Source: an optimization exercise on an open RTL-to-GDS flow (aim: small area). Production flows keep margins and buffers that such runs may drop. Only simulation tests tie the RTL to the original design; equivalence was not proved. Power is estimated from default activity; no workload was simulated.

**design.v**
```verilog
package concat_requant_pkg;
  localparam int PICTURE_NUM       = 2;
  localparam int SCALE_LATENCY_DEF = 4;
  localparam int SCALE_W           = 32;
  localparam int QUANT_W           = 8;
  function integer lane_idx(input integer j, input integer i);
    lane_idx = j * PICTURE_NUM + i;
  endfunction
endpackage
import concat_requant_pkg::*;
module concat_requant_lane
(
  input  logic [SCALE_W-1:0] scale_data,
  input  logic [4:0]         shift,
  input  logic [SCALE_W-9:0] above_mask,   
  input  logic [7:0]         zero_point,
  output logic [QUANT_W-1:0] quant_data
);
  logic [22:0] sh16;
  logic [14:0] sh8;
  logic [10:0] sh4;
  logic [8:0]  sh2;
  logic [7:0]  sh1;
  logic        hi;
  logic [8:0]  sum;
  assign sh16 = shift[4] ? {7'd0, scale_data[31:16]} : scale_data[22:0];
  assign sh8  = shift[3] ? sh16[22:8] : sh16[14:0];
  assign sh4  = shift[2] ? sh8[14:4]  : sh8[10:0];
  assign sh2  = shift[1] ? sh4[10:2]  : sh4[8:0];
  assign sh1  = shift[0] ? sh2[8:1]   : sh2[7:0];
  assign hi         = |(scale_data[SCALE_W-1:8] & above_mask);
  assign sum        = {1'b0, sh1} + {1'b0, zero_point};
  assign quant_data = (hi || sum[8]) ? 8'hFF : sum[7:0];
endmodule
import concat_requant_pkg::*;
module concat_requant
#(
  parameter int RE_CHANNEL_IN_NUM = 16,
  parameter int SCALE_LATENCY     = SCALE_LATENCY_DEF,
  parameter int FIFO_DEPTH        = 8,
  parameter int PIX_CNT_W         = 20
) (
  input  logic                                          clk,
  input  logic                                          rst,
  input  logic                                          Start_In,
  input  logic [PIX_CNT_W-1:0]                          Pixel_Num_In,
  input  logic                                          Data_Valid_In,
  output logic                                          Ready_Out,
  input  logic [PICTURE_NUM*RE_CHANNEL_IN_NUM*SCALE_W-1:0] Scale_Data_In,
  input  logic [4:0]                                    Shift_In,
  input  logic [7:0]                                    Zero_Point_In,
  output logic [PICTURE_NUM*RE_CHANNEL_IN_NUM*QUANT_W-1:0] Quant_Data_Out,
  output logic                                          Quant_Valid_Out,
  input  logic                                          Quant_Ready_In,
  output logic                                          Done_Out,
  output logic                                          Overflow_Out
);
  localparam int LANES = PICTURE_NUM * RE_CHANNEL_IN_NUM;
  localparam int OUT_W = LANES * QUANT_W;
  localparam int PTR_W = $clog2(FIFO_DEPTH);
  localparam int CNT_W = PTR_W + 1;
  localparam int SUM_W = $clog2(FIFO_DEPTH + SCALE_LATENCY + 2) + 1;
  logic [SCALE_LATENCY-1:0] valid_dly;
  logic                     req_valid;
  logic [OUT_W-1:0]         lane_comb;
  logic [OUT_W-1:0]         lane_q;
  logic [OUT_W-1:0]         fifo_mem [FIFO_DEPTH];
  logic [PTR_W-1:0]         wr_ptr;
  logic [FIFO_DEPTH-1:0]    rd_sel;
  logic [CNT_W-1:0]         fifo_count;
  logic                     fifo_wr;
  logic                     fifo_rd;
  logic [SUM_W-1:0]         occupancy;
  logic [PIX_CNT_W-1:0]     beats_left;
  logic [SCALE_W-9:0]       above_mask;
  always_comb begin
    for (int k = 8; k < SCALE_W; k++) above_mask[k-8] = (k >= int'(Shift_In) + 8);
  end
  for (genvar k = 0; k < LANES; k++) begin : g_lane
    concat_requant_lane u_lane (
      .scale_data (Scale_Data_In[k*SCALE_W +: SCALE_W]),
      .shift      (Shift_In),
      .above_mask (above_mask),
      .zero_point (Zero_Point_In),
      .quant_data (lane_comb[k*QUANT_W +: QUANT_W])
    );
  end
  always_ff @(posedge clk) begin
    lane_q <= lane_comb;
  end
  always_ff @(posedge clk or posedge rst) begin
    if (rst) begin
      valid_dly <= '0;
      req_valid <= 1'b0;
    end else begin
      valid_dly <= {valid_dly[SCALE_LATENCY-2:0], Data_Valid_In};
      req_valid <= valid_dly[SCALE_LATENCY-1];
    end
  end
  assign fifo_rd = (fifo_count != '0) && Quant_Ready_In;
  assign fifo_wr = req_valid && ((fifo_count != CNT_W'(FIFO_DEPTH)) || fifo_rd);
  always_ff @(posedge clk or posedge rst) begin
    if (rst) begin
      wr_ptr     <= '0;
      rd_sel     <= FIFO_DEPTH'(1);
      fifo_count <= '0;
    end else begin
      if (fifo_wr) wr_ptr <= wr_ptr + PTR_W'(1);
      if (fifo_rd) rd_sel <= {rd_sel[FIFO_DEPTH-2:0], rd_sel[FIFO_DEPTH-1]};
      fifo_count <= fifo_count + CNT_W'(fifo_wr) - CNT_W'(fifo_rd);
    end
  end
  always_ff @(posedge clk) begin
    if (fifo_wr) fifo_mem[wr_ptr] <= lane_q;
  end
  always_comb begin
    Quant_Data_Out = '0;
    for (int e = 0; e < FIFO_DEPTH; e++) begin
      Quant_Data_Out = Quant_Data_Out | (fifo_mem[e] & {OUT_W{rd_sel[e]}});
    end
  end
  assign Quant_Valid_Out = (fifo_count != '0);
  always_comb begin
    occupancy = SUM_W'(fifo_count) + SUM_W'(req_valid) + SUM_W'(Data_Valid_In);
    for (int i = 0; i < SCALE_LATENCY; i++) begin
      occupancy = occupancy + SUM_W'(valid_dly[i]);
    end
  end
  always_ff @(posedge clk or posedge rst) begin
    if (rst) Ready_Out <= 1'b0;
    else     Ready_Out <= (occupancy < SUM_W'(FIFO_DEPTH));
  end
  always_ff @(posedge clk or posedge rst) begin
    if (rst) begin
      beats_left   <= '0;
      Done_Out     <= 1'b0;
      Overflow_Out <= 1'b0;
    end else begin
      Done_Out <= 1'b0;
      if (Start_In) begin
        beats_left   <= Pixel_Num_In;
        Overflow_Out <= 1'b0;
      end else begin
        if (Data_Valid_In && !Ready_Out) Overflow_Out <= 1'b1;
        if (fifo_rd && (beats_left != '0)) begin
          beats_left <= beats_left - PIX_CNT_W'(1);
          if (beats_left == PIX_CNT_W'(1)) Done_Out <= 1'b1;
        end
      end
    end
  end
endmodule
```
**run.sh**
```bash
#!/bin/bash
# synth_recipe.tcl (not shown) runs the flow's synth.tcl, then flattens the netlist and writes it again
# the make line also repeats each setting of config.mk as NAME=value (left out here)
make -C /OpenROAD-flow-scripts/flow DESIGN_CONFIG=/design/flow/config.mk WORK_HOME=/design/flow/orfs CLKGATE_MAP_FILE= SYNTH_SCRIPT=/design/flow/synth_recipe.tcl finish
```
**config.mk**
```make
export PLATFORM = sky130hd
export DESIGN_NAME = concat_requant
export DESIGN_NICKNAME = concat_requant
export VERILOG_FILES = /design/flow/design.v
export SDC_FILE = /design/flow/constraint.sdc
export NUM_CORES = 4
export LEC_CHECK = 0
export ABC_AREA = 1
export CAP_MARGIN = 20
export CORE_MARGIN = 2
export CORE_UTILIZATION = 50
export SLEW_MARGIN = 20
```
**constraint.sdc**
```tcl
create_clock -name core_clock -period 8.0 [get_ports {clk}]
set_input_delay 1.6000 -clock core_clock [delete_from_list [all_inputs] [get_ports {clk}]]
set_output_delay 1.6000 -clock core_clock [all_outputs]
set_load 0.01 [all_outputs]
```
==> summary.md, run 1 <==
- 0 ns — Total Neg Setup Slack
- 0.1366 mm^2 — instance area after placement
- 809900 um — wire length of the first global-routing pass
- 0 — Residual DRC
- flop — startpoint kind of the worst setup timing path
- 2347 — total of flip-flops plus latches after synthesis
- 3 — maximum buffer depth of the clock tree
- clkbuf_16 — root buffer selected by CTS
- 0.7305 — share of the clock period used by the worst path
- 17.98k — violation count after the first detailed-routing iteration
- 2048 — number of enable flip-flop cells after synthesis
- 51.06 mW — Final Total Pwr
- 34.45 um — post-detailed-route wirelength per cell
- 0.3915 ns — final-layout worst hold slack
- 0 — Final Hold Vio Count
- 0.5626 — sequential area share after synthesis
- 150 — largest net degree at the start of global routing
- 0.0004636 V — worst IR drop on VDD
- 0 — # setup viols final
- 0.87 ns — insertion delay of the later-clocked pin in the worst-skew pair
- 0.2399 mm^2 — core area
- 111.8k — via count
- 0.4769 — total routing usage reported by global routing
- 353.7 mW/mm^2 — Cell Pwr Density
- edfxtp_1 51%, nand2_1 14%, nand3_1 5.3% — top cells by area in the synthesized netlist
- edfxtp_1 — top_reg_cell synth
- 0 — Max Cap Violations
- 0 — number of buffers added to fix hold violations after cts
- 9 — number of iterations in the first detailed-routing pass
- 180 — Cell Rows
- 9.319 um^2 — mean post-synth cell area
- 0.07 ns — clock-pin slew on the worst setup and hold paths
- 494.6 um — Die X
- 0.1444 mm^2 — design area
- done — TritonCTS clock tree
- 0 — antenna-violating nets left
- 1 — warning count from the yosys run
- 4 — Clock H-tree levels
- 0.2446 mm^2 — die area
- 1.244 ns — transition time at the pin with the least slew margin
- 217 — number of buffers created by CTS
- 19.97% — Layout Area Growth over Synthesis
- 5.844 ns — final critical delay including setup and external delays
- 0.05253 — fraction of final layout cells sized beyond drive strength 1
- 4.24 ns — crit path DAT
- 6.40 ns — worst endpoint required time
- 1322 — count of boundary I/O pins
- 0 — post-cts gate resize count
- 1.089 — Final GP Congestion
- 0.1618 — tightest slew margin relative to the limit
- 19.35k — number of filler cells placed in the layout
- 6.422 — Via density
- 12.91k — gate count after technology mapping
- edfxtp_1 — cell type contributing the most total cell area after synthesis
- 15.30k — number of nets in the finished design
- flop to primary output — kind of critical path
- 0.1203 mm^2 — Cell Area, Synth
- 0.5017 — effective utilization at floorplan
- 599900 um — detailed-route wire length
- 148 — antenna violations before repair
- 49.06 nW — static leakage power
- timing/DRC/antenna clean — run status
- 494.6 um — Die Y-Extent
- 49 — biggest fanout along the worst timing path
- 2347 — number of clock sinks
- 0.1711 GHz — Fmax
- 14.29k — net count after synthesis
- 0 — final slew viol count
- primary output — capturing element type of the critical path
- 0.05762 ns — worst-case clock skew
- no — unrepaired setup endpoints after global routing
- flop to flop — HP Class
- 0.5111 — post-synth top area share
- 0 — final global-route overflow total
- 0 — postcts setup bufs
- 1321 — quantity of I/O buffers inserted on ports
- 0.06773 mm^2 — sequential cell area in the final layout
- 103.8k — vias in the first global route
- 54 — library cells used by synthesis
- 0.01832 — share of async-settable or async-resettable flops after synthesis
- 431800 um — half-perimeter wire length of the detailed placement result
- 0.04725 mm^2 — area taken by multi-input logic gates
## report_power, final
part	internal [mW]	total, mW	switching (mW)	leakage [nW]
logic	9.39	26.1	16.7	30.9
registers	13.8	14.2	0.393	14.5
clock network	6.13	10.8	4.70	3.66
total	29.3	51.1	21.8	49.1
## layout by cell type (no fill, tap or decap), types with 26 or more instances in the layout
cell	count
buf_12	36
inv_1	637
bufinv_16	29
a22o_1	188
clkinv_2	43
nor2_1	426
xnor2_1	137
o22ai_1	114
clkdlybuf4s50_1	1308
a221oi_1	265
ha_1	273
clkbuf_16	217
or2_1	50
nand3_1	1279
o211ai_1	192
dfxtp_1	256
a21o_1	33
xor2_1	37
buf_4	162
fa_1	35
a21oi_1	334
dfrtp_1	35
edfxtp_1	2048
diode_2	102
o21ai_1	238
or2_2	55
nand2_1	4405
o21ai_0	467
clkbuf_1	43
nand4_1	493
a21boi_0	32
nor2_4	68
clkinv_1	26
## final timing paths
check | start | to | slack (ns) | cells after the start
max | rd_sel[6] | Quant_Data_Out[134] | 2.16 | 5
min | valid_dly[3] | req_valid | 0.39 | 0
max reg2reg | fifo_count[2] | fifo_mem[0][50] | 4.09 | 10
min reg2reg | valid_dly[3] | req_valid | 0.39 | 0
max in group asynchronous | rst | beats_left[10] | 6.10 | 3
min in group asynchronous | rst | req_valid | 1.12 | 2
## cell usage after synthesis (all sizes together) (35+ instances only)
library cell / n
edfxtp: 2048
a22o: 188
nand3: 1283
or2: 115
inv: 651
xor2: 37
nor2: 505
nand2: 4424
ha: 275
dfrtp: 42
nand4: 493
o22ai: 115
fa: 35
a21oi: 336
o211ai: 192
o21ai: 711
a221oi: 265
clkbuf: 417
buf: 298
xnor2: 137
dfxtp: 256
## area by class of cell
class                      instances  share of cell area
antenna                          102            0.001768
clock buffer                     276             0.04026
clock inverter                   138             0.01194
inverter                         652             0.01732
multi-input combinational       9199              0.3272
sequential                      2347              0.4691
tap                             3185             0.02760
timing repair buffer            1514              0.1047
## stage by stage
step	instances	setup WS, ns	utilization
after floorplan	12910	-1.346	-
after global placement	16890	1.820	0.5693
after detailed placement	16890	1.862	0.5693
after CTS	17310	2.312	0.6008
after global routing	17370	2.210	0.6015
final	17410	2.156	0.6019
## sequential cells by signal, indices dropped and copies added (netlist names)
signal        flops
fifo_mem       2048
lane_q          256
beats_left       20
rd_sel            8
fifo_count        4
valid_dly         4
wr_ptr            3
Done_Out          1
Overflow_Out      1
Ready_Out         1
req_valid         1
## kinds of logic (layout without fill, tap and decap cells)
kind of cell / count (synthesis) / in the layout / synth area share
AOI/OAI and AO/OA: 1889 / 1889 / 0.09992
xor gates and xnor gates: 174 / 174 / 0.01266
adders and majority gates: 310 / 310 / 0.03442
buffers and inverters: 1367 / 2580 / 0.04717
DFF: 2347 / 2347 / 0.5626
other: 0 / 102 / 0
and+or+nand+nor: 6826 / 6826 / 0.2432
## critical path, stage by stage, from the launching register on
cell             delay (ns)
dfrtp_4                0.99
buf_4                  0.80
a22o_1                 0.24
a21oi_1                0.05
nand3_1                0.45
clkdlybuf4s50_1        0.66
## per-layer routing
metal / wire, um / global-route usage
met5: 588 / 0.008219
met4: 55450 / 0.3749
met3: 86770 / 0.1725
met2: 247000 / 0.6684
met1: 210100 / 0.5945
==> run 2: changes to the inputs <==
--- a/design.v
+++ b/design.v
@@ -16,21 +16,33 @@
   input  logic [7:0]         zero_point,
   output logic [QUANT_W-1:0] quant_data
 );
-  logic [22:0] sh16;
-  logic [14:0] sh8;
-  logic [10:0] sh4;
-  logic [8:0]  sh2;
   logic [7:0]  sh1;
   logic        hi;
-  logic [8:0]  sum;
-  assign sh16 = shift[4] ? {7'd0, scale_data[31:16]} : scale_data[22:0];
-  assign sh8  = shift[3] ? sh16[22:8] : sh16[14:0];
-  assign sh4  = shift[2] ? sh8[14:4]  : sh8[10:0];
-  assign sh2  = shift[1] ? sh4[10:2]  : sh4[8:0];
-  assign sh1  = shift[0] ? sh2[8:1]   : sh2[7:0];
+  logic [7:0]  sum;
+  logic [8:0]  carry;
+  logic [7:0] coarse_sel;
+  logic [3:0] fine_sel;
+  logic [10:0] coarse;
+  always_comb begin
+    for (int m = 0; m < 8; m++) coarse_sel[m] = (shift[4:2] == m);
+    for (int n = 0; n < 4; n++) fine_sel[n]   = (shift[1:0] == n);
+    for (int i = 0; i < 11; i++) begin
+      coarse[i] = 1'b0;
+      for (int m = 0; m < 8; m++)
+        if (i + 4*m < SCALE_W) coarse[i] = coarse[i] | (coarse_sel[m] & scale_data[i+4*m]);
+    end
+    for (int b = 0; b < 8; b++) begin
+      sh1[b] = 1'b0;
+      for (int n = 0; n < 4; n++) sh1[b] = sh1[b] | (fine_sel[n] & coarse[b+n]);
+    end
+  end
   assign hi         = |(scale_data[SCALE_W-1:8] & above_mask);
-  assign sum        = {1'b0, sh1} + {1'b0, zero_point};
-  assign quant_data = (hi || sum[8]) ? 8'hFF : sum[7:0];
+  assign carry[0] = 1'b0;
+  for (genvar b = 0; b < 8; b++) begin : g_add
+    assign sum[b]     = sh1[b] ^ zero_point[b] ^ carry[b];
+    assign carry[b+1] = (sh1[b] & zero_point[b]) | (carry[b] & (sh1[b] ^ zero_point[b]));
+  end
+  assign quant_data = (hi || carry[8]) ? 8'hFF : sum;
 endmodule
 import concat_requant_pkg::*;
 module concat_requant
@@ -66,7 +78,7 @@
   logic [OUT_W-1:0]         lane_q;
   logic [OUT_W-1:0]         fifo_mem [FIFO_DEPTH];
   logic [PTR_W-1:0]         wr_ptr;
-  logic [FIFO_DEPTH-1:0]    rd_sel;
+  logic [PTR_W-1:0]         rd_ptr;
   logic [CNT_W-1:0]         fifo_count;
   logic                     fifo_wr;
   logic                     fifo_rd;
@@ -102,11 +114,11 @@
   always_ff @(posedge clk or posedge rst) begin
     if (rst) begin
       wr_ptr     <= '0;
-      rd_sel     <= FIFO_DEPTH'(1);
+      rd_ptr     <= '0;
       fifo_count <= '0;
     end else begin
       if (fifo_wr) wr_ptr <= wr_ptr + PTR_W'(1);
-      if (fifo_rd) rd_sel <= {rd_sel[FIFO_DEPTH-2:0], rd_sel[FIFO_DEPTH-1]};
+      if (fifo_rd) rd_ptr <= rd_ptr + PTR_W'(1);
       fifo_count <= fifo_count + CNT_W'(fifo_wr) - CNT_W'(fifo_rd);
     end
   end
@@ -116,7 +128,7 @@
   always_comb begin
     Quant_Data_Out = '0;
     for (int e = 0; e < FIFO_DEPTH; e++) begin
-      Quant_Data_Out = Quant_Data_Out | (fifo_mem[e] & {OUT_W{rd_sel[e]}});
+      Quant_Data_Out = Quant_Data_Out | (fifo_mem[e] & {OUT_W{rd_ptr == PTR_W'(e)}});
     end
   end
   assign Quant_Valid_Out = (fifo_count != '0);
==> flow/run.sh (new file) <==
#!/bin/bash
# Own layout flow: the standard ORFS flow (standard.sh) with three changes.
#  1. Synthesis is synth_recipe.tcl unchanged, except that ORFS's synth.tcl maps
#     the combinational logic with an area-oriented ABC script
#     (flow/abc_area_nf.script). ABC does not touch registers, so they keep
#     the standard synthesis's names and cell types.
#  2. Port buffers use sky130_fd_sc_hd__buf_1 (every port still gets one).
#  3. CTS: clkbuf_16 sink clusters of up to 25 registers, no dummy loads.
# Everything else (floorplan, power grid, placement, routing) is standard.sh's
# make run. Logs: flow_make.log here, ORFS logs under orfs/logs.
set -euo pipefail
W=$(pwd)
F=$W/flow

awk -v a="$F/abc_area_nf.script" '{print} /^source \$::env\(SCRIPTS_DIR\)\/synth_preamble.tcl/ {print "set abc_args [lreplace $abc_args 1 1 " a "]"}' \
  "$FLOW_HOME/scripts/synth.tcl" > "$W/own_synth_core.tcl"
grep -q 'lreplace \$abc_args' "$W/own_synth_core.tcl"
sed "s|source \$::env(SCRIPTS_DIR)/synth.tcl|source $W/own_synth_core.tcl|" "$W/synth_recipe.tcl" > "$W/own_synth.tcl"
grep -q own_synth_core "$W/own_synth.tcl"

CTS="-sink_clustering_enable -repair_clock_nets -dont_use_dummy_load -buf_list sky130_fd_sc_hd__clkbuf_16 -sink_clustering_size 25 -sink_clustering_max_diameter 150"
sed -e "s|SYNTH_SCRIPT=[^ ]*|SYNTH_SCRIPT=$W/own_synth.tcl 'BUFFER_PORTS_ARGS=-buffer_cell sky130_fd_sc_hd__buf_1' 'CTS_ARGS=$CTS'|" \
  "$W/standard.sh" > "$W/own_standard.sh"
grep -q own_synth.tcl "$W/own_standard.sh"

bash "$W/own_standard.sh" finish > "$W/flow_make.log" 2>&1
==> flow/abc_area_nf.script (new file) <==
strash
&get -n
&fraig -x
&put
scorr
dc2
strash
&get -n
&dch -f
&nf -R 1000
&put
==> standard.sh (new file) <==
#!/bin/bash
# synth_recipe.tcl (not shown) runs the flow's synth.tcl, then flattens the netlist and writes it again
# the make line also repeats each setting of config.mk as NAME=value (left out here)
make -C /OpenROAD-flow-scripts/flow DESIGN_CONFIG=/design/flow/config.mk WORK_HOME=/design/flow/orfs CLKGATE_MAP_FILE= SYNTH_SCRIPT=/design/flow/synth_recipe.tcl "${@:-finish}"
==> config.mk (replaced) <==
export PLATFORM = sky130hd
export DESIGN_NAME = concat_requant
export DESIGN_NICKNAME = concat_requant
export VERILOG_FILES = /design/flow/design.v
export SDC_FILE = /design/flow/constraint.sdc
export NUM_CORES = 4
export LEC_CHECK = 0
export CAP_MARGIN = 10
export CELL_PAD_IN_SITES_DETAIL_PLACEMENT = 1
export CELL_PAD_IN_SITES_GLOBAL_PLACEMENT = 1
export CORE_MARGIN = 2
export CORE_UTILIZATION = 40
export PLACE_DENSITY = 0.45
export SLEW_MARGIN = 10
removed: run.sh
==> run 2 against run 1 <==
Compared with the run above:
- design area down 17%
- hold slack better by 0.013 ns
- sequential power up 3%
- utilization down 14 points
- sequential cell count down 5
- final cell count down 30%
- via count down 20%
- non-clock buffer count up 143
- first-iteration DRC count up 10%
- area after synthesis down 15%
- critical path depth up 24
- critical path type is now input port to flop
==> summary.md, run 2 <==
- 14 — number of iterations in the first detailed-routing pass, +5
- 0 — postcts setup bufs, unchanged
- 1322 — count of boundary I/O pins, unchanged
- 0 — Max Cap Violations, unchanged
- 0.4657 — share of the core filled with cells in the final layout, -0.1363
- edfxtp_1 — top_reg_cell synth
- 0.05710 ns — worst-case clock skew, -0.0005187 ns
- 732700 um — wire length of the first global-routing pass, -9.5%
- clkbuf_16 — root buffer selected by CTS
- 2048 x edfxtp_1, 1318 x buf_1, 1190 x a222oi_1 — most used cells in the layout excluding fill and tap cells
- req_valid — endpoint of the worst hold path
- 44.12 um — post-detailed-route wirelength per cell, +28%
- 2 — warning count from the yosys run, +1
- 0.1237 — tightest slew margin relative to the limit, -0.03806
- flop — capturing element type of the critical path
- 89.50k — via count, -20%
- 1.308 ns — transition time at the pin with the least slew margin, +0.06414 ns
- edfxtp_1 — count leader, synth
- fifo_mem — register with the most flip-flops
- 0 — hold path cells, unchanged
- 87.50k — vias in the first global route, -16%
- 32.63 nW — static leakage power, -33%
- 2342 — number of clock sinks, -0.21%
- done — TritonCTS clock tree
- 186 — Cell Rows, +3.3%
- 104 — number of buffers created by CTS, -52%
- 9994 — number of nets in the finished design, -35%
- input port to flop — kind of critical path
- 8231 — net count after synthesis, -42%
- 1321 — quantity of I/O buffers inserted on ports, unchanged
- 358900 um — half-perimeter wire length of the detailed placement result, -17%
- 7.389 — Via density, +15%
- fifo_mem: 2048 flops, lane_q: 256 flops, beats_left: 20 flops — Regs by FF count
- 35.23 mW — Final Total Pwr, -31%
- 26.10k — number of filler cells placed in the layout, +35%
- fifo_count[2] — worst reg2reg startpoint
- 511.0 um — Die Y-Extent, +3.3%
- edfxtp_1 — commonest non-fill, non-tap cell in the layout
- 0.1028 mm^2 — Cell Area, Synth, -15%
- valid_dly[3] — startpoint of the worst hold path
- 0.2562 mm^2 — core area, +6.8%
- 0.81 ns — insertion delay of the later-clocked pin in the worst-skew pair, -0.06 ns
- edfxtp_1 60%, a222oi_1 12%, a22oi_1 5.4% — top cells by area in the synthesized netlist
- 0 ns — Total Neg Setup Slack, unchanged
- 19.81k — violation count after the first detailed-routing iteration, +10%
- 14.93 um^2 — mean post-synth cell area, +60%
- 511.0 um — Die X, +3.3%
- 0 — final slew viol count, unchanged
- 139 — antenna violations before repair, -6.1%
- 0 — number of buffers added to fix hold violations after cts, unchanged
- 2048 x edfxtp_1, 1190 x a222oi_1, 733 x a22oi_1 — top post-synthesis cells by count
- input port — startpoint kind of the worst setup timing path
- 0.4013 — effective utilization at floorplan, -0.1005
- 7.463 ns — final critical delay including setup and external delays, +1.619 ns
- 8.07 ns — crit path DAT, +3.83 ns
- 0 — antenna-violating nets left, unchanged
- 2048 — Largest register FFs, unchanged
- 3 — Clock H-tree levels, -1
- 534500 um — detailed-route wire length, -11%
- fifo_mem[5][143] — terminus of the critical flop-to-flop path
- 0.11 ns — clock-pin slew on the worst setup and hold paths, +0.04 ns
- 2342 — total of flip-flops plus latches after synthesis, -0.21%
- 0.4045 ns — final-layout worst hold slack, +0.01296 ns
- 0 — post-cts gate resize count, unchanged
- 0.6573 — sequential area share after synthesis, +0.09467
- 0.2611 mm^2 — die area, +6.7%
- 43 — biggest fanout along the worst timing path, -12%
- 0.1340 GHz — Fmax, -22%
- 0 — Final Hold Vio Count, unchanged
- 16.05% — Layout Area Growth over Synthesis
- 0.1193 mm^2 — design area, -17%
- 0.06002 — fraction of final layout cells sized beyond drive strength 1, +0.007494
- 3.28 ns — setup slack on the worst flop-to-flop path, -0.81 ns
- 3 — maximum buffer depth of the clock tree, unchanged
- 2048 — number of enable flip-flop cells after synthesis, unchanged
- 0.5982 — post-synth top area share, +0.08711
- 0.80 ns — delay contributed by the slowest stage of the critical path, -0.19 ns
- 0 — # setup viols final, unchanged
- 125 — largest net degree at the start of global routing, -17%
- nor3_1 — critical-path cell with the highest stage delay
- 0.1165 mm^2 — instance area after placement, -15%
- 0.9328 — share of the clock period used by the worst path, +0.2024
- 0.0002591 V — worst IR drop on VDD, -44%
- fa_1 — Most Frequent Cell on Critical Path
- 0.01623 — share of async-settable or async-resettable flops after synthesis, -0.002096
- flop to flop — HP Class
- edfxtp_1 — cell type contributing the most total cell area after synthesis
- 0.9572 — Final GP Congestion, -12%
- 295.3 mW/mm^2 — Cell Pwr Density, -17%
- 0.3966 — total routing usage reported by global routing, -0.08037
- 0 — final global-route overflow total, unchanged
- timing/DRC/antenna clean — run status
- 8 — number of cell instances on the worst register-to-register path, -2
- 0 — Residual DRC, unchanged
- 6886 — gate count after technology mapping, -47%
- 47 — library cells used by synthesis, -13%
- no — unrepaired setup endpoints after global routing
- 8.61 ns — worst endpoint required time, +2.21 ns
run 2: cell types whose count changed in the layout (fill, tap and decap cells not counted), moves of 183 or more:
cell / before / now
clkdlybuf4s50_1: 1308 / 0
ha_1: 273 / 51
nand3_1: 1279 / 365
a221oi_1: 265 / 82
nand4_1: 493 / 60
fa_1: 35 / 226
inv_1: 637 / 0
a22oi_1: 4 / 733
nor2_1: 426 / 176
o21ai_0: 467 / 96
o21ai_1: 238 / 0
nand2_1: 4405 / 445
a222oi_1: 0 / 1190
buf_1: 0 / 1318
run 2: critical path: cells and delay by family:
| kind | cells | cell delay (ns) |
|---|---|---|
| buffers and inverters | 9 | 1.35 |
| and+or+nand+nor | 6 | 1.55 |
| adders and majority gates | 8 | 1.83 |
| AOI/OAI and AO/OA | 6 | 1.58 |
run 2: per-layer routing:
metal	vias to the layer above	wire length (um)	GRT usage
met1	46410	197800	0.5110
met4	56	36780	0.2382
li1	34750	-	-
met5	-	354	0
met2	6894	238200	0.6021
met3	1388	61360	0.1022
run 2: through the flow:
step | setup slack [ns] | instances
after floorplan | -4.367 | 6886
after global placement | 0.1612 | 11930
after detailed placement | -0.02768 | 11930
after CTS | 0.7699 | 12030
after global routing | 0.2035 | 12080
final | 0.5373 | 12110
run 2: power by group:
group          switching, mW  internal, mW
logic                   10.7          3.87
registers              0.264          14.3
clock network           3.77          2.33
run 2: cells by family after synthesis:
family | Yosys count | share of synthesized area
and+or+nand+nor | 1394 | 0.06458
buffers and inverters | 157 | 0.005732
AOI/OAI and AO/OA | 2700 | 0.2205
muxes | 1 | 0.0001095
xor gates and xnor gates | 9 | 0.0007666
adders and majority gates | 283 | 0.05102
DFF | 2342 | 0.6573
run 2: worst max path at each step:
| stage | from | endpoint | slack [ns] | depth (start not counted) |
|---|---|---|---|---|
| after global placement | Shift_In[3] | lane_q[174] | 0.16 | 28 |
| final | Shift_In[2] | lane_q[171] | 0.54 | 29 |
| after detailed placement | Shift_In[3] | lane_q[170] | -0.03 | 28 |
| after floorplan | Shift_In[3] | lane_q[151] | -4.37 | 19 |
| after global routing | Shift_In[2] | lane_q[171] | 0.20 | 29 |
| after CTS | Shift_In[3] | lane_q[171] | 0.77 | 28 |
run 2: cell type report:
| class | instances | area (um^2) | area share |
|---|---|---|---|
| Antenna cell | 82 | 205.2 | 0.001720 |
| Clock buffer | 104 | 2603 | 0.02181 |
| Inverter | 157 | 621.8 | 0.005212 |
| Multi-Input combinational cell | 4387 | 35180 | 0.2949 |
| Sequential cell | 2342 | 67570 | 0.5664 |
| Tap cell | 3384 | 4234 | 0.03549 |
| Timing Repair Buffer | 1657 | 8894 | 0.07454 |
==> run 3: changes to the inputs <==
--- a/design.v
+++ b/design.v
@@ -12,7 +12,6 @@
 (
   input  logic [SCALE_W-1:0] scale_data,
   input  logic [4:0]         shift,
-  input  logic [SCALE_W-9:0] above_mask,   
   input  logic [7:0]         zero_point,
   output logic [QUANT_W-1:0] quant_data
 );
@@ -22,11 +21,14 @@
   logic [8:0]  carry;
   logic [7:0] coarse_sel;
   logic [3:0] fine_sel;
-  logic [10:0] coarse;
+  logic [11:0] coarse;
+  logic [7:0]  grp;
+  logic        hi_full;
+  logic        hi_part;
   always_comb begin
     for (int m = 0; m < 8; m++) coarse_sel[m] = (shift[4:2] == m);
     for (int n = 0; n < 4; n++) fine_sel[n]   = (shift[1:0] == n);
-    for (int i = 0; i < 11; i++) begin
+    for (int i = 0; i < 12; i++) begin
       coarse[i] = 1'b0;
       for (int m = 0; m < 8; m++)
         if (i + 4*m < SCALE_W) coarse[i] = coarse[i] | (coarse_sel[m] & scale_data[i+4*m]);
@@ -36,7 +38,14 @@
       for (int n = 0; n < 4; n++) sh1[b] = sh1[b] | (fine_sel[n] & coarse[b+n]);
     end
   end
-  assign hi         = |(scale_data[SCALE_W-1:8] & above_mask);
+  always_comb begin
+    for (int j = 0; j < 8; j++) grp[j] = |scale_data[4*j +: 4];
+    hi_full = 1'b0;
+    for (int j = 3; j < 8; j++) hi_full = hi_full | (grp[j] & (j >= int'(shift[4:2]) + 3));
+    hi_part = 1'b0;
+    for (int n = 0; n < 4; n++) hi_part = hi_part | (coarse[8+n] & (n >= int'(shift[1:0])));
+  end
+  assign hi = hi_full | hi_part;
   assign carry[0] = 1'b0;
   for (genvar b = 0; b < 8; b++) begin : g_add
     assign sum[b]     = sh1[b] ^ zero_point[b] ^ carry[b];
@@ -84,15 +93,10 @@
   logic                     fifo_rd;
   logic [SUM_W-1:0]         occupancy;
   logic [PIX_CNT_W-1:0]     beats_left;
-  logic [SCALE_W-9:0]       above_mask;
-  always_comb begin
-    for (int k = 8; k < SCALE_W; k++) above_mask[k-8] = (k >= int'(Shift_In) + 8);
-  end
   for (genvar k = 0; k < LANES; k++) begin : g_lane
     concat_requant_lane u_lane (
       .scale_data (Scale_Data_In[k*SCALE_W +: SCALE_W]),
       .shift      (Shift_In),
-      .above_mask (above_mask),
       .zero_point (Zero_Point_In),
       .quant_data (lane_comb[k*QUANT_W +: QUANT_W])
     );
==> run 3 against run 2 <==
Compared with the run above:
- still clean on timing, DRC and antenna
- hold slack lost 0.0051 ns
- global-route usage down 4.4 points
- via count down 5.2%
- combinational power down 4%
- fmax increased by 2.6%
- design area fell by 0.88%
- setup slack improved by 0.19 ns
- utilization about the same
==> summary.md, run 3 <==
- 2048 — Largest register FFs, unchanged
- 0.01623 — share of async-settable or async-resettable flops after synthesis, unchanged
- 1322 — count of boundary I/O pins, unchanged
- 1.104 ns — transition time at the pin with the least slew margin, -0.2042 ns
- flop — capturing element type of the critical path
- 14.93 um^2 — mean post-synth cell area, about the same
- 2342 — number of clock sinks, unchanged
- 2 — warning count from the yosys run, unchanged
- 185 — Cell Rows, -0.54%
- edfxtp_1 — top_reg_cell synth
- 9944 — number of nets in the finished design, -0.50%
- no — unrepaired setup endpoints after global routing
- 12 — number of iterations in the first detailed-routing pass, -2
- 509.4 um — Die X, -0.30%
- 0.4091 — Sw Share, -0.008988
- edfxtp_1 — count leader, synth
- edfxtp_1 — cell type contributing the most total cell area after synthesis
- 0 — # setup viols final, unchanged
- 2048 x edfxtp_1, 1161 x a222oi_1, 536 x a22oi_1 — top post-synthesis cells by count
- 0.3522 — total routing usage reported by global routing, -0.04440
- input port — startpoint kind of the worst setup timing path
- 3 — Clock H-tree levels, unchanged
- 7.072 — Via density, -4.3%
- 656100 um — wire length of the first global-routing pass, -10%
- 0 — Residual DRC, unchanged
- 0.3994 ns — final-layout worst hold slack, -0.005059 ns
- flop to flop — HP Class
- adder cells — dominant delay contributor by cell family on the critical path
- 0 — post-cts gate resize count, unchanged
- 0.2622 — tightest slew margin relative to the limit, +0.1384
- 2048 x edfxtp_1, 1317 x buf_1, 1161 x a222oi_1 — most used cells in the layout excluding fill and tap cells
- 8189 — net count after synthesis, -0.51%
- edfxtp_1 — commonest non-fill, non-tap cell in the layout
- 0.06180 ns — worst-case clock skew, +0.004698 ns
- 0.11 ns — clock-pin slew on the worst setup and hold paths, about the same
- 1321 — quantity of I/O buffers inserted on ports, unchanged
- 84.85k — via count, -5.2%
- fifo_mem: 2048 flops, lane_q: 256 flops, beats_left: 20 flops — Regs by FF count
- 2048 — number of enable flip-flop cells after synthesis, unchanged
- fa_1 — Most Frequent Cell on Critical Path
- 14.19 mW — switching component of the power, -3.7%
- 3 — maximum buffer depth of the clock tree, unchanged
- 15.74% — Layout Area Growth over Synthesis
- 0 — antenna-violating nets left, unchanged
- 471900 um — detailed-route wire length, -12%
- 103 — number of buffers created by CTS, -0.96%
- 34.68 mW — Final Total Pwr, -1.6%
- timing/DRC/antenna clean — run status
- 0 — number of buffers added to fix hold violations after cts, unchanged
- clkbuf_16 — root buffer selected by CTS
- 118 — largest net degree at the start of global routing, -5.6%
- 0.1022 mm^2 — Cell Area, Synth, -0.61%
- 20.49 mW — internal cell power, about the same
- 85 — antenna violations before repair, -39%
- 0.4653 — share of the core filled with cells in the final layout, about the same
- 0.425 — proportion of power drawn by flip-flops and latches, +0.012
- 7.276 ns — final critical delay including setup and external delays, -0.1871 ns
- 293.2 mW/mm^2 — Cell Pwr Density, -0.70%
- 0.06211 — fraction of final layout cells sized beyond drive strength 1, +0.002087
- 0.6018 — post-synth top area share, +0.003662
- 0.172 — clock network fraction of design power, about the same
- 8.63 ns — worst endpoint required time, +0.02 ns
- nor3_1 — critical-path cell with the highest stage delay
- 7.91 ns — crit path DAT, -0.16 ns
- 0 — final global-route overflow total, unchanged
- 0.9482 — Final GP Congestion, -0.94%
- done — TritonCTS clock tree
- 85.36k — vias in the first global route, -2.5%
- 0.2595 mm^2 — die area, -0.60%
- 0.1374 GHz — Fmax, +2.6%
- 0 — postcts setup bufs, unchanged
- 0 — Final Hold Vio Count, unchanged
- 0.75 ns — delay contributed by the slowest stage of the critical path, -0.05 ns
- 15.89k — violation count after the first detailed-routing iteration, -20%
- input port to flop — kind of critical path
- 0 — final slew viol count, unchanged
- 0.0003232 V — worst IR drop on VDD, +25%
- 0 ns — Total Neg Setup Slack, unchanged
- 0.4021 — effective utilization at floorplan, +0.0008097
- 0.7244 ns — min setup slack post-route, +0.1871 ns
- edfxtp_1 60%, a222oi_1 11%, dfxtp_1 5.0% — top cells by area in the synthesized netlist
- 32.29 nW — static leakage power, -1.0%
- 0 — Max Cap Violations, unchanged
- 509.4 um — Die Y-Extent, -0.30%
- 319200 um — half-perimeter wire length of the detailed placement result, -11%
- 0.9095 — share of the clock period used by the worst path, -0.02338
- 0.6613 — sequential area share after synthesis, +0.004024
- 39.33 um — post-detailed-route wirelength per cell, -11%
- fifo_mem — register with the most flip-flops
- 6845 — gate count after technology mapping, -0.60%
- 47 — library cells used by synthesis, unchanged
- 21 — biggest fanout along the worst timing path, -51%
- 0.80 ns — insertion delay of the later-clocked pin in the worst-skew pair, about the same
- 0.2542 mm^2 — core area, -0.81%
- 2342 — total of flip-flops plus latches after synthesis, unchanged
- 8 — CP bufs+invs, -1
- -0.08529 ns — Placement Setup Slack, -0.05761 ns
- 0.403 — part of the total power dissipated in combinational logic, -0.011
[run 3: changes by cell type in the layout (fill, tap and decap cells not counted), sizes merged, moves of 48 or more]
cell   delta
nor2     +56
o22ai   +135
nand2    -53
nor4     +56
a22oi   -197
diode    -48
a21oi    -59
[run 3: logic make-up (layout without fill, tap and decap cells)]
family / after synthesis / after routing / share of synthesized area
adders and majority gates: 282 / 282 / 0.05121
AOI/OAI and AO/OA: 2534 / 2534 / 0.2077
buffers and inverters: 157 / 1910 / 0.005767
other: 0 / 34 / 0
and+or+nand+nor: 1515 / 1515 / 0.07272
DFF: 2342 / 2342 / 0.6613
xor gates and xnor gates: 13 / 13 / 0.001114
muxes: 2 / 2 / 0.0002204
[run 3: area by class of cell]
type / count / area (um^2)
diodes: 34 / 85.08
well taps: 3366 / 4212
flip-flops and latches: 2342 / 67570
multi-input cells: 4346 / 34480
fillers: 25910 / 135900
repair buffers: 1650 / 8670
clock buffers: 103 / 2577
inverters: 157 / 665.6
[run 3: per-stage QoR]
stage | area, um^2 | std cells
floorplan | 102500 | 6845
global placement | 115600 | 11860
detailed placement | 115600 | 11860
CTS | 118200 | 11960
global route | 118200 | 11990
finish | 118300 | 12000
[run 3: metal layers]
layer / vias up / wire, um / global-route usage
met2: 5538 / 214800 / 0.5524
met3: 847 / 47210 / 0.07076
met1: 44130 / 184100 / 0.4685
met4: 40 / 25550 / 0.1708
met5: - / 264 / 0
li1: 34290 / - / -
[run 3: final timing paths]
kind | depth (start not counted) | slack, ns | start | to
min reg2reg | 0 | 0.40 | valid_dly[3] | req_valid
max reg2reg | 9 | 4.23 | fifo_count[2] | fifo_mem[3][45]
max in group asynchronous | 3 | 6.64 | rst | rd_ptr[0]
min in group asynchronous | 3 | 0.91 | rst | beats_left[15]
max | 26 | 0.72 | Shift_In[3] | lane_q[1]
min | 0 | 0.40 | valid_dly[3] | req_valid
[run 3: power groups by stage]
| stage | registers, mW | clock network [mW] | logic, mW |
|---|---|---|---|
| after floorplan | 15.3 | 0 | 6.81 |
| after global placement | 15.0 | 0 | 13.9 |
| after detailed placement | 15.0 | 0 | 13.9 |
| after CTS | 14.7 | 6.06 | 14.0 |
| after global routing | 14.8 | 6.40 | 14.7 |
| final | 14.7 | 5.95 | 14.0 |
==> run 4: changes to the inputs <==
--- a/flow/run.sh
+++ b/flow/run.sh
@@ -5,7 +5,7 @@
 #     (flow/abc_area_nf.script). ABC does not touch registers, so they keep
 #     the standard synthesis's names and cell types.
 #  2. Port buffers use sky130_fd_sc_hd__buf_1 (every port still gets one).
-#  3. CTS: clkbuf_16 sink clusters of up to 25 registers, no dummy loads.
+#  3. CTS: clkbuf_16 sink clusters of up to 18 registers, no dummy loads.
 # Everything else (floorplan, power grid, placement, routing) is standard.sh's
 # make run. Logs: flow_make.log here, ORFS logs under orfs/logs.
 set -euo pipefail
@@ -18,7 +18,7 @@
 sed "s|source \$::env(SCRIPTS_DIR)/synth.tcl|source $W/own_synth_core.tcl|" "$W/synth_recipe.tcl" > "$W/own_synth.tcl"
 grep -q own_synth_core "$W/own_synth.tcl"
 
-CTS="-sink_clustering_enable -repair_clock_nets -dont_use_dummy_load -buf_list sky130_fd_sc_hd__clkbuf_16 -sink_clustering_size 25 -sink_clustering_max_diameter 150"
+CTS="-sink_clustering_enable -repair_clock_nets -dont_use_dummy_load -buf_list sky130_fd_sc_hd__clkbuf_16 -sink_clustering_size 18 -sink_clustering_max_diameter 120"
 sed -e "s|SYNTH_SCRIPT=[^ ]*|SYNTH_SCRIPT=$W/own_synth.tcl 'BUFFER_PORTS_ARGS=-buffer_cell sky130_fd_sc_hd__buf_1' 'CTS_ARGS=$CTS'|" \
   "$W/standard.sh" > "$W/own_standard.sh"
 grep -q own_synth.tcl "$W/own_standard.sh"
==> run 4 against run 3 <==
Compared with the run above:
- final cell count is 0.42% higher
- fmax fell by 0.83%
- critical endpoint is now lane_q[5]
- clock skew is 0.031 ns higher
- critical path type unchanged
- via count increased by 0.43%
- still clean on timing, DRC and antenna
==> summary.md, run 4 <==
- 21 — biggest fanout along the worst timing path, unchanged
- 8189 — net count after synthesis, unchanged
- 16.89% — Layout Area Growth over Synthesis
- 0.4021 — effective utilization at floorplan, unchanged
- input port to flop — kind of critical path
- 7.337 ns — final critical delay including setup and external delays, +0.06090 ns
- 1.116 ns — transition time at the pin with the least slew margin, +0.01172 ns
- edfxtp_1 — cell type contributing the most total cell area after synthesis
- 0 — hold path cells, unchanged
- 1322 — count of boundary I/O pins, unchanged
- edfxtp_1 — commonest non-fill, non-tap cell in the layout
- 2048 — number of enable flip-flop cells after synthesis, unchanged
- 15.88k — violation count after the first detailed-routing iteration, -0.025%
- done — TritonCTS clock tree
- 7.97 ns — crit path DAT, +0.06 ns
- 11.86k — placed insts, unchanged
- edfxtp_1 — count leader, synth
- 0.2542 mm^2 — core area, unchanged
- 0 — postcts setup bufs, unchanged
- 118 — largest net degree at the start of global routing, unchanged
- 150 — number of buffers created by CTS, +46%
- 509.4 um — Die X, unchanged
- 0.6635 ns — min setup slack post-route, -0.06090 ns
- flop to flop — HP Class
- 0 — final global-route overflow total, unchanged
- 0.2543 — tightest slew margin relative to the limit, -0.007829
- 0.6613 — sequential area share after synthesis, unchanged
- 85.77k — vias in the first global route, +0.49%
- fifo_mem: 2048 flops, lane_q: 256 flops, beats_left: 20 flops — Regs by FF count
- 2 — warning count from the yosys run, unchanged
- timing/DRC/antenna clean — run status
- 9991 — number of nets in the finished design, +0.47%
- 0.0003259 V — worst IR drop on VDD, +0.82%
- 509.4 um — Die Y-Extent, unchanged
- 12.05k — Post-Layout Cell Count, +0.42%
- -0.08529 ns — Placement Setup Slack, unchanged
- 0.06757 mm^2 — sequential cell area in the final layout, unchanged
- 4.22 ns — setup slack on the worst flop-to-flop path, about the same
- 32.87 nW — static leakage power, +1.8%
- 1321 — quantity of I/O buffers inserted on ports, unchanged
- valid_dly[3] — startpoint of the worst hold path
- 7.073 — Via density, about the same
- 83 — antenna violations before repair, -2.4%
- 0.9171 — share of the clock period used by the worst path, +0.007612
- input port — startpoint kind of the worst setup timing path
- 0.06721 — fraction of final layout cells sized beyond drive strength 1, +0.005099
- fifo_count[2] — worst reg2reg startpoint
- 2048 x edfxtp_1, 1317 x buf_1, 1161 x a222oi_1 — most used cells in the layout excluding fill and tap cells
- 3 — maximum buffer depth of the clock tree, unchanged
- 0.2595 mm^2 — die area, unchanged
- 4 — Clock H-tree levels, +1
- edfxtp_1 — top_reg_cell synth
- 0 — final slew viol count, unchanged
- fifo_mem[3][255] — terminus of the critical flop-to-flop path
- 47 — library cells used by synthesis, unchanged
- 2342 — number of clock sinks, unchanged
- 14 — number of iterations in the first detailed-routing pass, +2
- flop — capturing element type of the critical path
- 319200 um — half-perimeter wire length of the detailed placement result, unchanged
- 0 — Residual DRC, unchanged
- 185 — Cell Rows, unchanged
- no — unrepaired setup endpoints after global routing
- 0.6018 — post-synth top area share, unchanged
- 39.30 um — post-detailed-route wirelength per cell, about the same
- 0.03448 mm^2 — area taken by multi-input logic gates, unchanged
- 8.64 ns — worst endpoint required time, about the same
- 0 — antenna-violating nets left, unchanged
- 0.9482 — Final GP Congestion, unchanged
- 0.09292 ns — worst-case clock skew, +0.03113 ns
- 473400 um — detailed-route wire length, +0.33%
- 0.3538 — total routing usage reported by global routing, +0.001632
- 0 — Max Cap Violations, unchanged
- 0.01623 — share of async-settable or async-resettable flops after synthesis, unchanged
- 25.84k — number of filler cells placed in the layout, -0.25%
- 0.84 ns — insertion delay of the later-clocked pin in the worst-skew pair, +0.04 ns
- 9 — number of cell instances on the worst register-to-register path, unchanged
- 2342 — total of flip-flops plus latches after synthesis, unchanged
- 2048 x edfxtp_1, 1161 x a222oi_1, 536 x a22oi_1 — top post-synthesis cells by count
- 0 — Final Hold Vio Count, unchanged
- 85.21k — via count, +0.43%
- edfxtp_1 60%, a222oi_1 11%, dfxtp_1 5.0% — top cells by area in the synthesized netlist
- 14.93 um^2 — mean post-synth cell area, unchanged
- 0 ns — Total Neg Setup Slack, unchanged
- req_valid — endpoint of the worst hold path
- 301.1 mW/mm^2 — Cell Pwr Density, +2.7%
- 0.1363 GHz — Fmax, -0.83%
- 0.1022 mm^2 — Cell Area, Synth, unchanged
- 0.07 ns — clock-pin slew on the worst setup and hold paths, -0.04 ns
- clkbuf_16 — root buffer selected by CTS
- 6845 — gate count after technology mapping, unchanged
- 0 — post-cts gate resize count, unchanged
- 2048 — Largest register FFs, unchanged
- 0 — number of buffers added to fix hold violations after cts, unchanged
- fifo_mem — register with the most flip-flops
- 658200 um — wire length of the first global-routing pass, +0.32%
- 0 — # setup viols final, unchanged
==> run 4: cell counts after synthesis <==
No cell type changed its count.
==> run 4: cells by family after synthesis <==
logic type                 after synthesis  synth area share
buffers and inverters                  157          0.005767
xor gates and xnor gates                13          0.001114
AOI/OAI and AO/OA                     2534            0.2077
and+or+nand+nor                       1515           0.07272
DFF                                   2342            0.6613
muxes                                    2         0.0002204
adders and majority gates              282           0.05121
==> run 4: per-layer routing <==
metal	vias up	routed length, um	track usage
met5	-	261	0
met4	40	24560	0.1698
met3	828	47660	0.07399
met2	5469	216600	0.5549
met1	44460	184300	0.4695
li1	34420	-	-
==> run 4: cell type report <==
class | count | area share
flip-flops and latches | 2342 | 0.5657
clock buffers | 150 | 0.03142
inverters | 157 | 0.005572
well taps | 3366 | 0.03526
repair buffers | 1650 | 0.07258
diodes | 37 | 0.0007751
multi-input cells | 4346 | 0.2887
==> run 4: worst max-delay path by stage <==
stage	cells after the start	end	slack [ns]	startpoint
floorplan	24	lane_q[32]	-2.51	Shift_In[2]
global placement	22	lane_q[103]	0.13	Shift_In[3]
detailed placement	26	lane_q[5]	-0.09	Shift_In[3]
CTS	26	lane_q[5]	0.83	Shift_In[3]
global route	26	lane_q[5]	0.34	Shift_In[3]
finish	27	lane_q[5]	0.66	Shift_In[3]
==> run 4: through the flow <==
stage          hold slack [ns]  utilization  power (mW)  cell area [um^2]
2_1_floorplan           0.3543            -       22.09            102500
3_3_place_gp            0.3652       0.4549       28.89            115600
3_5_place_dp            0.3733       0.4549       28.94            115600
4_1_cts                 0.3959       0.4696       36.04            119400
5_1_grt                 0.4074       0.4698       37.18            119400
6_report                0.3901       0.4700       35.96            119500
==> run 4: worst max-delay path, stage by stage <==
cell,delay [ns]
buf_1,0.24
buf_4,0.30
clkinv_8,0.08
ha_1,0.34
and2_4,0.30
buf_12,0.18
buf_4,0.23
a222oi_1,0.33
nand3_1,0.21
a222oi_1,0.29
o21ai_0,0.18
ha_1,0.22
clkinv_1,0.06
fa_1,0.19
fa_1,0.20
fa_1,0.20
fa_1,0.19
clkinv_1,0.08
fa_1,0.39
clkinv_1,0.07
fa_1,0.17
clkinv_1,0.08
fa_1,0.41
a2111oi_0,0.28
nand4_1,0.13
nor3_1,0.77
nand2b_1,0.15
==> run 4: power breakdown <==
| part | switching, mW | leakage [nW] | internal, mW | total, mW |
|---|---|---|---|---|
| clock network | 3.88 | 1.85 | 3.32 | 7.20 |
| logic | 10.3 | 13.1 | 3.77 | 14.0 |
| registers | 0.318 | 17.9 | 14.4 | 14.7 |
| total | 14.5 | 32.9 | 21.5 | 36.0 |
==> run 5: changes to the inputs <==
==> run.sh (new file) <==
#!/bin/bash
# synth_recipe.tcl (not shown) runs the flow's synth.tcl, then flattens the netlist and writes it again
# the make line also repeats each setting of config.mk as NAME=value (left out here)
make -C /OpenROAD-flow-scripts/flow DESIGN_CONFIG=/design/flow/config.mk WORK_HOME=/design/flow/orfs CLKGATE_MAP_FILE= SYNTH_SCRIPT=/design/flow/synth_recipe.tcl finish
--- a/config.mk
+++ b/config.mk
@@ -5,10 +5,14 @@
 export SDC_FILE = /design/flow/constraint.sdc
 export NUM_CORES = 4
 export LEC_CHECK = 0
-export CAP_MARGIN = 10
+export ABC_AREA = 1
+export CAP_MARGIN = 20
 export CELL_PAD_IN_SITES_DETAIL_PLACEMENT = 1
 export CELL_PAD_IN_SITES_GLOBAL_PLACEMENT = 1
 export CORE_MARGIN = 2
 export CORE_UTILIZATION = 40
+export CTS_BUF_LIST = sky130_fd_sc_hd__clkbuf_16
+export CTS_CLUSTER_DIAMETER = 120
+export CTS_CLUSTER_SIZE = 20
 export PLACE_DENSITY = 0.45
-export SLEW_MARGIN = 10
+export SLEW_MARGIN = 20
removed: flow/run.sh
removed: flow/abc_area_nf.script
removed: standard.sh
==> run 5 against run 4 <==
Compared with the run above:
- still clean on timing, DRC and antenna
- hold slack improved by 0.0046 ns
- critical path depth decreased by 5
- design area increased by 19%
- combinational power increased by 36%
- utilization increased by 1.0 points
- die area increased by 16%
- register-to-register slack got worse by 0.31 ns
- routed wire length increased by 34%
- synthesized cell count increased by 92%
- area after synthesis increased by 16%
- largest cell class unchanged
- highest routed layer unchanged
==> summary.md, run 5 <==
- 119 — antenna violations before repair, +43%
- 8 — biggest fanout along the worst timing path, -62%
- 2048 — number of enable flip-flop cells after synthesis, unchanged
- 3.91 ns — setup slack on the worst flop-to-flop path, -0.31 ns
- 0.0001928 V — worst IR drop on VDD, -41%
- 0 — final global-route overflow total, unchanged
- edfxtp_1 — cell type contributing the most total cell area after synthesis
- 33.57k — number of filler cells placed in the layout, +30%
- 1321 — quantity of I/O buffers inserted on ports, unchanged
- 40.69 mW — Final Total Pwr, +13%
- 1.158 ns — transition time at the pin with the least slew margin, +0.04259 ns
- 2342 — number of clock sinks, unchanged
- 0.8390 ns — min setup slack post-route, +0.1755 ns
- 6 — number of iterations in the first detailed-routing pass, -8
- nor2_4 — critical-path cell with the highest stage delay
- lane_q[89] — endpoint of the most critical setup path
- input port — startpoint kind of the worst setup timing path
- 200 — Cell Rows, +8.1%
- 0.06757 mm^2 — sequential cell area in the final layout, unchanged
- fifo_mem: 2048 flops, lane_q: 256 flops, beats_left: 20 flops — Regs by FF count
- 0.10 ns — clock-pin slew on the worst setup and hold paths, +0.03 ns
- 50.47 nW — static leakage power, +54%
- 0.01623 — share of async-settable or async-resettable flops after synthesis, unchanged
- 0 — Residual DRC, unchanged
- 0.04331 mm^2 — area taken by multi-input logic gates, +26%
- 0 — final slew viol count, unchanged
- nand2_1 — count leader, synth
- edfxtp_1 52%, nand2_1 14%, inv_1 4.3% — top cells by area in the synthesized netlist
- 109.5k — via count, +28%
- 18.35k — Post-Layout Cell Count, +52%
- 0 — postcts setup bufs, unchanged
- fifo_count[2] — worst reg2reg startpoint
- 0.1396 GHz — Fmax, +2.5%
- 4448 x nand2_1, 2048 x edfxtp_1, 1373 x inv_1 — top post-synthesis cells by count
- 0.8951 — share of the clock period used by the worst path, -0.02194
- 634800 um — detailed-route wire length, +34%
- 0 — Max Cap Violations, unchanged
- 1322 — count of boundary I/O pins, unchanged
- 9.039 um^2 — mean post-synth cell area, -39%
- 0.2276 — tightest slew margin relative to the limit, -0.02673
- clkbuf_16 — root buffer selected by CTS
- no — unrepaired setup endpoints after global routing
- 18.09k — placed insts, +52%
- 4 — maximum buffer depth of the clock tree, +1
- 10 — number of cell instances on the worst register-to-register path, +1
- 0 — antenna-violating nets left, unchanged
- clkdlybuf4s50_1 -> nor2_4 -> o21ai_0 -> nand4_1 -> ha_1 -> inv_1 -> fa_1 -> fa_1 -> fa_1 -> fa_1 -> inv_1 -> fa_1 -> inv_1 -> fa_1 -> inv_1 -> fa_1 -> o21bai_1 -> nor2_1 -> nand3_1 -> nor2_2 -> nand3_1 -> buf_12 — critical path cell sequence
- 19.74% — Layout Area Growth over Synthesis
- 7.161 ns — final critical delay including setup and external delays, -0.1755 ns
- 1.03 ns — delay contributed by the slowest stage of the critical path, +0.26 ns
- input port to flop — kind of critical path
- flop to flop — HP Class
- 2342 — total of flip-flops plus latches after synthesis, unchanged
- 0 — post-cts gate resize count, unchanged
- 14.48k — net count after synthesis, +77%
- 15.64k — number of nets in the finished design, +57%
- 0.04520 — fraction of final layout cells sized beyond drive strength 1, -0.02201
- 0 — Final Hold Vio Count, unchanged
- 125 — largest net degree at the start of global routing, +5.9%
- 286.1 mW/mm^2 — Cell Pwr Density, -5.0%
- 34.59 um — post-detailed-route wirelength per cell, -12%
- 548.9 um — Die X, +7.7%
- 39 — library cells used by synthesis, -17%
- 0 — # setup viols final, unchanged
- 13.14k — gate count after technology mapping, +92%
- fa_1 — Most Frequent Cell on Critical Path
- flop — capturing element type of the critical path
- 4 — Clock H-tree levels, unchanged
- fifo_mem — register with the most flip-flops
- nand2_1 — commonest non-fill, non-tap cell in the layout
- 0.5690 — sequential area share after synthesis, -0.09228
- 0.2960 mm^2 — core area, +16%
- 0.06540 ns — worst-case clock skew, -0.02753 ns
- 1.015 — Final GP Congestion, +7.1%
- 4441 x nand2_1, 2048 x edfxtp_1, 1417 x inv_1 — most used cells in the layout excluding fill and tap cells
- 2 — warning count from the yosys run, unchanged
- 0.85 ns — insertion delay of the later-clocked pin in the worst-skew pair, about the same
- 0 — number of buffers added to fix hold violations after cts, unchanged
- 2048 — Largest register FFs, unchanged
- 870500 um — wire length of the first global-routing pass, +32%
- 7.96 ns — crit path DAT, about the same
- timing/DRC/antenna clean — run status
- 109.7k — vias in the first global route, +28%
- Shift_In[1] — launch point of the worst path
- done — TritonCTS clock tree
- 474300 um — half-perimeter wire length of the detailed placement result, +49%
- 548.9 um — Die Y-Extent, +7.7%
- 0.4114 — total routing usage reported by global routing, +0.05757
- 5.966 — Via density, -16%
- 146 — number of buffers created by CTS, -2.7%
- fifo_mem[7][160] — terminus of the critical flop-to-flop path
- 12.67k — violation count after the first detailed-routing iteration, -20%
- 0.5178 — post-synth top area share, -0.08398
- 0.4012 — effective utilization at floorplan, -0.0008962
- 8.80 ns — worst endpoint required time, +0.16 ns
- 0.1188 mm^2 — Cell Area, Synth, +16%
- 0.3013 mm^2 — die area, +16%
- edfxtp_1 — top_reg_cell synth
- 0.1980 ns — Placement Setup Slack, +0.2832 ns
[run 5: per-layer routing]
layer	up-vias	GRT usage	wire, um
li1	46270	-	-
met1	55530	0.5441	251600
met2	6404	0.6263	279300
met3	1226	0.09290	63620
met4	50	0.2264	39910
met5	-	0	324
[run 5: cell families (layout without fill, tap and decap cells)]
family	after synthesis	in the layout	synth area share
AO/OA/AOI/OAI	1532	1532	0.07623
XOR/XNOR	6	6	0.0004426
adder cells (fa/ha/maj)	282	282	0.04406
buffers and inverters	2055	3274	0.06880
flip-flops	2342	2342	0.5690
other	0	54	0
AND/OR/NAND/NOR	6922	6922	0.2415
[run 5: worst min path at each step]
| stage | startpoint | end | cells past startpoint |
|---|---|---|---|
| final | valid_dly[2] | valid_dly[3] | 0 |
| after global routing | valid_dly[2] | valid_dly[3] | 0 |
| after CTS | valid_dly[2] | valid_dly[3] | 0 |
| after detailed placement | valid_dly[1] | valid_dly[2] | 0 |
| after global placement | valid_dly[1] | valid_dly[2] | 0 |
| after floorplan | valid_dly[1] | valid_dly[2] | 0 |
[run 5: report_power, final]
| part | internal (mW) | total (mW) | switching (mW) |
|---|---|---|---|
| Sequential | 13.9 | 14.1 | 0.246 |
| Combinational | 6.01 | 19.1 | 13.1 |
| Clock | 3.36 | 7.42 | 4.07 |
[run 5: final cells by class]
class                           count  share of cell area
Clock inverter                     64            0.002490
Multi-Input combinational cell   8742              0.3045
Timing Repair Buffer             1681              0.1194
Clock buffer                      147             0.02587
Inverter                         1382             0.03686
Sequential cell                  2342              0.4752
Tap cell                         3939             0.03466
Antenna cell                       54           0.0009503
[run 5: worst max-delay path, delay by kind of cell]
| family | cells | cell delay, ns |
|---|---|---|
| AND/OR/NAND/NOR | 6 | 1.67 |
| AO/OA/AOI/OAI | 2 | 0.64 |
| adder cells (fa/ha/maj) | 8 | 2.62 |
| buffers and inverters | 6 | 1.36 |
[run 5: through the flow]
step | setup TNS (ns) | instance area, um^2 | util | hold slack (ns)
after floorplan | -2699.10 | 118800 | - | 0.3540
after global placement | 0 | 138000 | 0.4662 | 0.3664
after detailed placement | 0 | 138000 | 0.4663 | 0.3807
after CTS | 0 | 142100 | 0.4799 | 0.4052
after global routing | 0 | 142100 | 0.4801 | 0.4204
final | 0 | 142200 | 0.4804 | 0.3947

[static timing again, ports no longer ideal]
The results above use ideal ports. As a check the final layouts listed here were re-extracted and re-timed, cells and wires unchanged. Step 1 sets driving cells, clkbuf_16 on the clock port and buf_2 on the other inputs (assumed; they add their load-dependent delay and slew). Step 2 times the ports against the registers' clock, not the clock port: input delays grow and output delays shrink by t, the midpoint of the rising clock arrivals with the driver on. a / b / c = no drivers / after step 1 / after step 2; a / b = the first two.
run | t (ns) | setup slack, ns | worst setup path after step 2 | slew at the worst register clock pin (ns)
run 1 | 0.959 | 2.156 / 2.050 / 1.582 | input to register | 0.08 / 0.08
run 2 | 0.891 | 0.537 / 0.530 / -0.361 | input to register | 0.12 / 0.12
run 3 | 0.874 | 0.724 / 0.793 / -0.081 | input to register | 0.11 / 0.11
run 4 | 0.908 | 0.663 / 0.747 / -0.162 | input to register | 0.09 / 0.09
run 5 | 0.932 | 0.839 / 0.869 / -0.063 | input to register | 0.10 / 0.10
Met with ideal ports but missed after step 2: setup timing in run 2, run 3, run 4 and run 5. For run 5, which loses most, drivers alone change the setup slack by +0.030 ns; drivers and shift together by -0.902 ns.
